This design comes from an exercise in tuning for small area, a short achievable clock period and few clock cycles per item on the open sky130 flow, not from production work. Function not checked in this run: the RTL went through the layout flow alone. Power figures rest on the tool's default switching activity, not on a simulated workload.

$ cat flow/run.sh
#!/bin/bash
# The standard layout at the design's own clock period and constraints
# (constraint.sdc unchanged), with two changes to how it is made:
#  - repair_timing is asked for 7 ns of setup slack
#  - every port still gets a buffer, but a plain sky130 buffer instead of the
#    delay-cell buffer buffer_ports picks by default
set -euo pipefail
bash standard.sh SETUP_SLACK_MARGIN=7 "BUFFER_PORTS_ARGS=-buffer_cell sky130_fd_sc_hd__buf_2" finish > make_finish.log 2>&1
$ cat standard.sh
#!/bin/bash
# synth_recipe.tcl (not shown) runs the flow's synth.tcl, then flattens the netlist and writes it again
# the make line also repeats each setting of config.mk as NAME=value (left out here)
make -C /OpenROAD-flow-scripts/flow DESIGN_CONFIG=/design/flow/config.mk WORK_HOME=/design/flow/orfs CLKGATE_MAP_FILE= SYNTH_SCRIPT=/design/flow/synth_recipe.tcl "${@:-finish}"
$ cat config.mk
export PLATFORM = sky130hd
export DESIGN_NAME = sorted_stack_count_table
export DESIGN_NICKNAME = sorted_stack_count_table
export VERILOG_FILES = /design/flow/design.v
export SDC_FILE = /design/flow/constraint.sdc
export NUM_CORES = 4
export LEC_CHECK = 0
export ABC_CLOCK_PERIOD_IN_PS = 2500
export CAP_MARGIN = 20
export CORE_MARGIN = 2
export CORE_UTILIZATION = 60
export CTS_CLUSTER_DIAMETER = 100
export CTS_CLUSTER_SIZE = 25
export PLACE_DENSITY = 0.7
export SLEW_MARGIN = 20
export TNS_END_PERCENT = 10
$ cat constraint.sdc
create_clock -name core_clock -period 10.0 [get_ports {clock}]
set_input_delay 2.0000 -clock core_clock [delete_from_list [all_inputs] [get_ports {clock}]]
set_output_delay 2.0000 -clock core_clock [all_outputs]
set_load 0.01 [all_outputs]
$ cat design.v
`default_nettype none
package sst_pkg;
   localparam int CAPACITY_DEFAULT = 16;
   localparam int KEY_BITS_DEFAULT = 16;
   localparam int COUNT_W = 16;
   localparam int TOTAL_W = 20;
   localparam int KEY_PORT_W = 16;
   localparam logic [COUNT_W-1:0] LIMIT_RESET = 16'd64;
   localparam logic CMD_INSERT = 1'b0;
   localparam logic CMD_QUERY  = 1'b1;
   localparam logic STATUS_OK      = 1'b0;
   localparam logic STATUS_NOSPACE = 1'b1;
endpackage
`default_nettype wire
`default_nettype none
module sst_ram #(
   parameter int WIDTH     = 32,
   parameter int DEPTH     = 16,
   parameter int ADDR_BITS = (DEPTH > 1) ? $clog2(DEPTH) : 1
) (
   input  wire logic                 clock,
   input  wire logic                 wr_en,
   input  wire logic [ADDR_BITS-1:0] wr_addr,
   input  wire logic [WIDTH-1:0]     wr_data,
   input  wire logic [ADDR_BITS-1:0] rd_addr,
   output logic      [WIDTH-1:0]     rd_data
);
   logic [WIDTH-1:0] mem_ff [DEPTH];
   logic [WIDTH-1:0] rd_data_ff;
   assign rd_data = rd_data_ff;
   always_ff @(posedge clock) begin
      if (wr_en) begin
         mem_ff[wr_addr] <= wr_data;
      end
      rd_data_ff <= mem_ff[rd_addr];
   end
endmodule
`default_nettype wire
`default_nettype none
module sorted_stack_count_table
#(
   parameter int CAPACITY = sst_pkg::CAPACITY_DEFAULT,
   parameter int KEY_BITS = sst_pkg::KEY_BITS_DEFAULT
) (
   input  wire logic                  clock,
   input  wire logic                  reset,
   input  wire logic                  req_valid,
   output logic                       req_ready,
   input  wire logic                  req_cmd,
   input  wire logic [sst_pkg::KEY_PORT_W-1:0] req_item_key,
   input  wire logic [sst_pkg::COUNT_W-1:0]    req_add_count,
   output logic                       rsp_valid,
   input  wire logic                  rsp_ready,
   output logic                       rsp_status,
   output logic                       rsp_found,
   output logic [sst_pkg::COUNT_W-1:0]         rsp_item_count,
   output logic [sst_pkg::TOTAL_W-1:0]         rsp_total_units,
   input  wire logic                  csr_wr_en,
   input  wire logic [sst_pkg::COUNT_W-1:0]    csr_wr_data
);
   localparam int CW = sst_pkg::COUNT_W;
   localparam int TW = sst_pkg::TOTAL_W;
   localparam int IW = (CAPACITY > 1) ? $clog2(CAPACITY) : 1;
   localparam int UW = $clog2(CAPACITY + 1);
   logic [KEY_BITS-1:0] key_ff [CAPACITY];
   logic [CW-1:0]       cnt_ff [CAPACITY];
   logic [UW-1:0]       used_ff;            
   logic [TW-1:0]       total_ff;
   logic [CW-1:0]       limit_ff;
   logic                a_v;
   logic                a_cmd;
   logic [KEY_BITS-1:0] a_key;
   logic [CW-1:0]       a_add;
   logic                p_v;
   logic                p_cmd;
   logic [KEY_BITS-1:0] p_key;
   logic [CW-1:0]       p_add;
   logic [IW-1:0]       p_idx;              
   logic                p_hit;
   logic [CW-1:0]       p_cnt;
   logic [CW-1:0]       p_room;             
   logic                p_big;              
   logic                p_same;
   logic                r_v, s_v;
   logic                r_status, r_found, s_status, s_found;
   logic [CW-1:0]       r_count, s_count;
   logic [TW-1:0]       r_total;
   logic                lr_found;
   logic [CW-1:0]       lr_count;
   logic [IW-1:0]       lr_idx;             
   function automatic logic [CW-1:0] add_pp(input logic [CW-1:0] a, input logic [CW-1:0] b);
      logic [CW-1:0] p, g, gn, pn, pp;
      p  = a ^ b;
      g  = a & b;
      pp = p;
      for (int d = 1; d < CW; d = d * 2) begin
         gn = g;
         pn = pp;
         for (int i = d; i < CW; i++) begin
            gn[i] = g[i] | (pp[i] & g[i-d]);
            pn[i] = pp[i] & pp[i-d];
         end
         g  = gn;
         pp = pn;
      end
      add_pp = p ^ {g[CW-2:0], 1'b0};
   endfunction
   function automatic logic le_pp(input logic [CW-1:0] a, input logic [CW-1:0] b);
      logic [CW-1:0] gt, eq;
      gt = a & ~b;
      eq = ~(a ^ b);
      for (int w = 1; w < CW; w = w * 2) begin
         for (int i = 0; i + w < CW; i = i + 2 * w) begin
            gt[i] = gt[i+w] | (eq[i+w] & gt[i]);
            eq[i] = eq[i+w] & eq[i];
         end
      end
      le_pp = !gt[0];
   endfunction
   logic                fire;               
   logic                a_go;               
   logic                a_v_nx, p_v_nx, r_v_nx, s_v_nx;
   logic                rdy_ff;
   assign fire      = p_v & ~s_v;
   assign a_go      = ~p_v | ~s_v;
   assign req_ready = rdy_ff;
   assign rsp_valid       = r_v;
   assign rsp_status      = r_status;
   assign rsp_found       = r_found;
   assign rsp_item_count  = r_count;
   assign rsp_total_units = r_total;
   always_comb begin
      a_v_nx = (req_valid && req_ready) || (a_v && !a_go);
      p_v_nx = (a_v && a_go) || (p_v && !fire);
      r_v_nx = s_v || fire || (r_v && !rsp_ready);
      s_v_nx = s_v ? !rsp_ready : (fire && r_v && !rsp_ready);
   end
   always_ff @(posedge clock) begin
      if (reset) begin
         a_v    <= 1'b0;
         p_v    <= 1'b0;
         r_v    <= 1'b0;
         s_v    <= 1'b0;
         rdy_ff <= 1'b1;
      end else begin
         a_v    <= a_v_nx;
         p_v    <= p_v_nx;
         r_v    <= r_v_nx;
         s_v    <= s_v_nx;
         rdy_ff <= !(a_v_nx && p_v_nx && s_v_nx);
      end
      if (req_ready) begin
         a_cmd <= req_cmd;
         a_key <= KEY_BITS'(req_item_key);
         a_add <= req_add_count;
      end
   end
   logic [CAPACITY-1:0] l_match;
   logic [CW-1:0]       l_cnt;
   logic [IW-1:0]       l_idx;
   always_comb begin
      l_cnt = '0;
      l_idx = '0;
      for (int i = 0; i < CAPACITY; i++) begin
         l_match[i] = (UW'(i) < used_ff) && (key_ff[i] == a_key);
         l_cnt      = l_cnt | (l_match[i] ? cnt_ff[i] : '0);
         l_idx      = l_idx | (l_match[i] ? IW'(i) : '0);
      end
   end
   always_ff @(posedge clock) begin
      if (a_go) begin
         p_cmd   <= a_cmd;
         p_key   <= a_key;
         p_add   <= a_add;
         p_idx   <= l_idx;
         p_hit   <= |l_match;
         p_cnt   <= l_cnt;
         p_room  <= limit_ff - a_add;
         p_big   <= a_add > limit_ff;
         p_same  <= fire && (a_key == p_key);
      end
   end
   logic [IW-1:0]       idx;
   logic                hit;
   logic [CW-1:0]       cnt;
   logic                fits;
   logic [CW-1:0]       sum;
   logic                ok;
   logic                ins;
   logic                do_add;
   logic                full;
   logic [IW-1:0]       widx;
   logic                res_status, res_found;
   logic [CW-1:0]       res_count;
   logic [TW-1:0]       total_nx;
   always_comb begin
      idx      = p_same ? lr_idx : p_idx;
      hit      = p_same ? lr_found : p_hit;
      cnt      = p_same ? lr_count : p_cnt;
      fits     = le_pp(cnt, p_room);
      sum      = add_pp(cnt, p_add);
      ins      = (p_cmd == sst_pkg::CMD_INSERT);
      full     = used_ff == UW'(CAPACITY);
      ok       = !p_big && fits && (hit || !full);
      do_add   = fire && ins && ok;
      widx     = hit ? idx : IW'(used_ff);
      res_status = (ins && !ok) ? sst_pkg::STATUS_NOSPACE : sst_pkg::STATUS_OK;
      res_found  = hit || (ins && ok);
      res_count  = (ins && ok) ? sum : cnt;
      total_nx   = do_add ? total_ff + TW'(p_add) : total_ff;
   end
   always_ff @(posedge clock) begin
      for (int i = 0; i < CAPACITY; i++) begin
         if (fire && (hit || !full) && widx == IW'(i)) begin
            key_ff[i] <= p_key;
            cnt_ff[i] <= res_count;
         end
      end
      if (fire) begin
         lr_idx   <= widx;
         lr_found <= res_found;
         lr_count <= res_count;
      end
      if (reset) begin
         used_ff  <= '0;
         total_ff <= '0;
         limit_ff <= sst_pkg::LIMIT_RESET;
      end else begin
         if (do_add && !hit) begin
            used_ff <= used_ff + UW'(1);
         end
         total_ff <= total_nx;
         if (csr_wr_en) begin
            limit_ff <= csr_wr_data;
         end
      end
   end
   always_ff @(posedge clock) begin
      if (!r_v || rsp_ready) begin
         r_status <= s_v ? s_status : res_status;
         r_found  <= s_v ? s_found  : res_found;
         r_count  <= s_v ? s_count  : res_count;
         r_total  <= total_nx;
      end
      if (!s_v) begin
         s_status <= res_status;
         s_found  <= res_found;
         s_count  <= res_count;
      end
   end
endmodule
`default_nettype wire
==> run notes <==
layout make-up:
cell class / instances / area [sq um] / share of cell area, %
flip-flops and latches: 740 / 21580 / 62.80
multi-input cells: 1084 / 9010 / 26.22
repair buffers: 225 / 1752 / 5.097
clock buffers: 49 / 970.9 / 2.825
well taps: 672 / 840.8 / 2.447
inverters: 52 / 195.2 / 0.5680
clock inverters: 2 / 13.76 / 0.04005
per-stage QoR:
stage | utilization (%) | worst slack (ns) | total power, uW | hold WS (ns) | instance area [sq um]
after detailed placement | 64.46 | 5.581 | 3812 | 0.4250 | 32270
after global placement | 64.46 | 5.678 | 3806 | 0.4198 | 32270
after floorplan | - | 6.636 | 3687 | 0.4003 | 30620
after global routing | 68.64 | 6.321 | 5531 | 0.4747 | 34360
final | 68.64 | 6.423 | 5390 | 0.4549 | 34360
after CTS | 68.30 | 6.455 | 5393 | 0.4594 | 34200
flip-flops by register name (all words and copies together), names as in the netlist, 16 cells and up:
| name | count |
|---|---|
| p_room | 16 |
| lr_count | 16 |
| p_key | 16 |
| r_count | 16 |
| limit_ff | 16 |
| a_add | 16 |
| total_ff | 20 |
| s_count | 16 |
| a_key | 16 |
| cnt_ff | 256 |
| key_ff | 256 |
| p_add | 16 |
| r_total | 20 |
| p_cnt | 16 |
report_power, final:
| group | internal [uW] | switching [uW] |
|---|---|---|
| Combinational | 128 | 197 |
| Clock | 686 | 923 |
| Sequential | 3410 | 42.3 |
| Total | 4230 | 1160 |
routing by layer:
| layer | up-vias | global-route usage (%) | share of wire (%) |
|---|---|---|---|
| met5 | - | 0 | 0.017 |
| met4 | 2 | 14.47 | 5.2 |
| met3 | 231 | 5.453 | 8.5 |
| met2 | 910 | 51.75 | 48 |
| met1 | 9070 | 40.36 | 38 |
| li1 | 7789 | - | - |
Yosys cell counts (all sizes together) (3+ instances only):
library cell,count
a211oi,6
a21o,12
a21oi,40
a221oi,65
a22o,65
a31oi,6
and3,6
buf,26
clkbuf,45
dfxtp,64
edfxtp,676
fa,3
ha,64
inv,51
mux2,44
mux2i,22
nand2,53
nand2b,10
nand3,20
nand4,52
nor2,78
nor2b,31
nor3,26
nor4,52
o211ai,3
o21a,10
o21ai,41
o31ai,12
or2,4
or3,13
xnor2,119
xor2,193
worst max path at each step:
stage                       from              to  slack [ns]  depth (start not counted)
after global placement    p_same      r_count[4]        5.68                         12
after CTS                 p_same    lr_count[14]        6.45                         14
after floorplan           p_same   cnt_ff[0][14]        6.64                         11
final                     p_same  cnt_ff[14][14]        6.42                         14
after detailed placement  p_same      r_count[7]        5.58                         13
after global routing      p_same     r_count[14]        6.32                         14
kinds of logic (layout without fill, tap and decap cells):
kind of cell | after synthesis | count (layout) | share of synthesized area (%)
and+or+nand+nor | 358 | 358 | 6.409
adders and majority gates | 67 | 67 | 2.828
AOI/OAI and AO/OA | 279 | 279 | 6.882
buffers and inverters | 123 | 328 | 1.632
DFF | 740 | 740 | 70.91
xor gates and xnor gates | 312 | 312 | 8.978
muxes | 66 | 68 | 2.364
critical path: cells and delay by family, from the launching register on:
family	cells	cell delay [ns]
compound gates	3	0.81
fa+ha+maj	1	0.23
buf+inv	6	0.81
flops	1	0.53
mux	2	0.68
simple gates	2	0.23
placed cells by master (no fill, tap or decap), types with 50 or more instances in the layout:
| cell | instances |
|---|---|
| a221oi_1 | 65 |
| a22o_1 | 65 |
| buf_2 | 93 |
| buf_4 | 100 |
| dfxtp_1 | 63 |
| edfxtp_1 | 676 |
| ha_1 | 57 |
| inv_1 | 50 |
| nand2_1 | 52 |
| nand4_1 | 52 |
| nor2_1 | 61 |
| xnor2_1 | 118 |
| xor2_1 | 192 |
repair_timing:
action                                 in CTS  in global routing
cloned                                      8                  0
resized for setup                          75                 19
pin swaps                                  19                 16
endpoints found under the hold margin       0                  0
setup endpoints to repair                 884                926
buffers inserted                           51                  9
==> results.toml <==
[outcome]
status = "no timing/DRC/antenna violations"

[power]
leakagePower_uw = 0.01232
p_per_area_nw_per_um2 = 156.9
irDropWorstVdd_mv = 0.2144

[floorplanning]
die_w_um = 229.2
start_util_pct = 60.79
dieArea_sq_um = 52540
rows = 82
die_h_um = 229.2
num_io_pins = 94
core_sq_um = 50070

[timing]
finClkSkew_ns = 0.01747
maxSlewViolCount = 0
setup_viol = 0
slew_headroom_pct = 29.00
worst_pin_slew_ns = 1.063
min_period_ns = 3.577
finalHoldViolations = 0
fin_crit_sh_pct = 35.77
fmax_mhz = 279.6
rsz0062_at_grt = "true"
setup_tns_ns = 0

[hold_path]
holdPathStages = 0
whs_endpoint = "p_cmd"
holdCritStartpoint = "a_cmd"
hold_class = "reg -> reg"

[logic_synthesis]
synth_warnings = 3
synth-edff-count = 676
syn_area_sq_um = 30440
synth-seq-cells = 740
synth_cell_type_count = 63
syn_area_per_cell_sq_um = 15.65
synthFlopType = "edfxtp_1"
synth-seq-area-share_pct = 70.91
synth_fp_nets = 2066
synth-async-reset-ratio_pct = 0
netlist.area_leader.share_pct = 66.70
synthCells = 1945
synth_top_area_cell = "edfxtp_1"
synth_area_leaders = "edfxtp_1 67%, xor2_1 5.6%, dfxtp_1 4.2%"

[setup_path]
r2r_start = "p_same"
reg2regPathDepth = 14
timing.rr.end = "cnt_ff[14][14]"
cp_data_required_time_ns = 10.32
r2r_setup_slack_ns = 6.42
critPathKind = "reg -> reg"
endpoint_kind = "flop"
critPathArrivalTime_ns = 3.90
path_cells = "buf_12, buf_16, mux2_4, ha_4, a21o_1, a211o_4, a211oi_4, nor3_4, nor3_4, buf_6, buf_12, buf_12, buf_8, mux2_4"
cpMostUsedCell = "buf_12"
start_kind = "flop"
critPathSlowestCell = "edfxtp_1"
cp_max_fo = 8
slowest_delay_ns = 0.53

[placed_design]
port_buffers = 93
dp_cells = 2705
gp_congestion = 0.9285
hpwl_um = 47850

[grt]
grt_pass1_vias = 17830
grt_usage_pct = 31.17
antenna_found_initial = 2
grt_max_degree = 54
grt_pass1_wl_um = 117800
grt_overflow = 0

[clock_tree]
htree_num_levels = 2
cts_buffers = 35
cts.sinks = 740
root_buffer = "clkbuf_16"
cts_buffer_depth = 3
cts-hold-fix-buffers = 0
cts_tree = "done"
insertion_delay_ns = 0.59
path_clk_slew_ns = 0.10

[cells_and_area]
nNetsFinal = 2259
filler_cell_count = 3416
diodes = 0
drive_gt1_share_pct = 18.12
stdcell_count = 2824
syn2layout_area_growth_pct = 12.91

[run]
max-cap-violations = 0

[drt]
wl_um = 81540
drtIter0Drc = 1904
dr_total_vias = 18000
routed_via_density = 6.375
drc = 0
ant_nets = 0
first_pass_iters = 5
wl_per_cell_um = 28.87

re-timing with driven ports:
The flow's constraints put no driver on any port. The routed layout listed below was extracted and timed again, unchanged, in two steps.
Step 1: set_driving_cell puts a clkbuf_16 on clock and a buf_2 on each other input, an assumption about the parent block.
Step 2 moves the port delays by t, midway between the first and last clock arrival at a register: inputs arrive t later, outputs are due t later. That takes back most of the time a late clock gives input paths.
a / b / c = ideal ports / drivers / drivers and shift; a / b = the first two.
shift t [ns]: 0.640
setup slack, ns: 6.423 / 6.423 / 6.423
pins driven straight from the clock port: 1
After both steps this run still meets setup and hold. For this run, drivers alone change the setup slack by 0.000 ns; drivers and shift together by 0.000 ns.
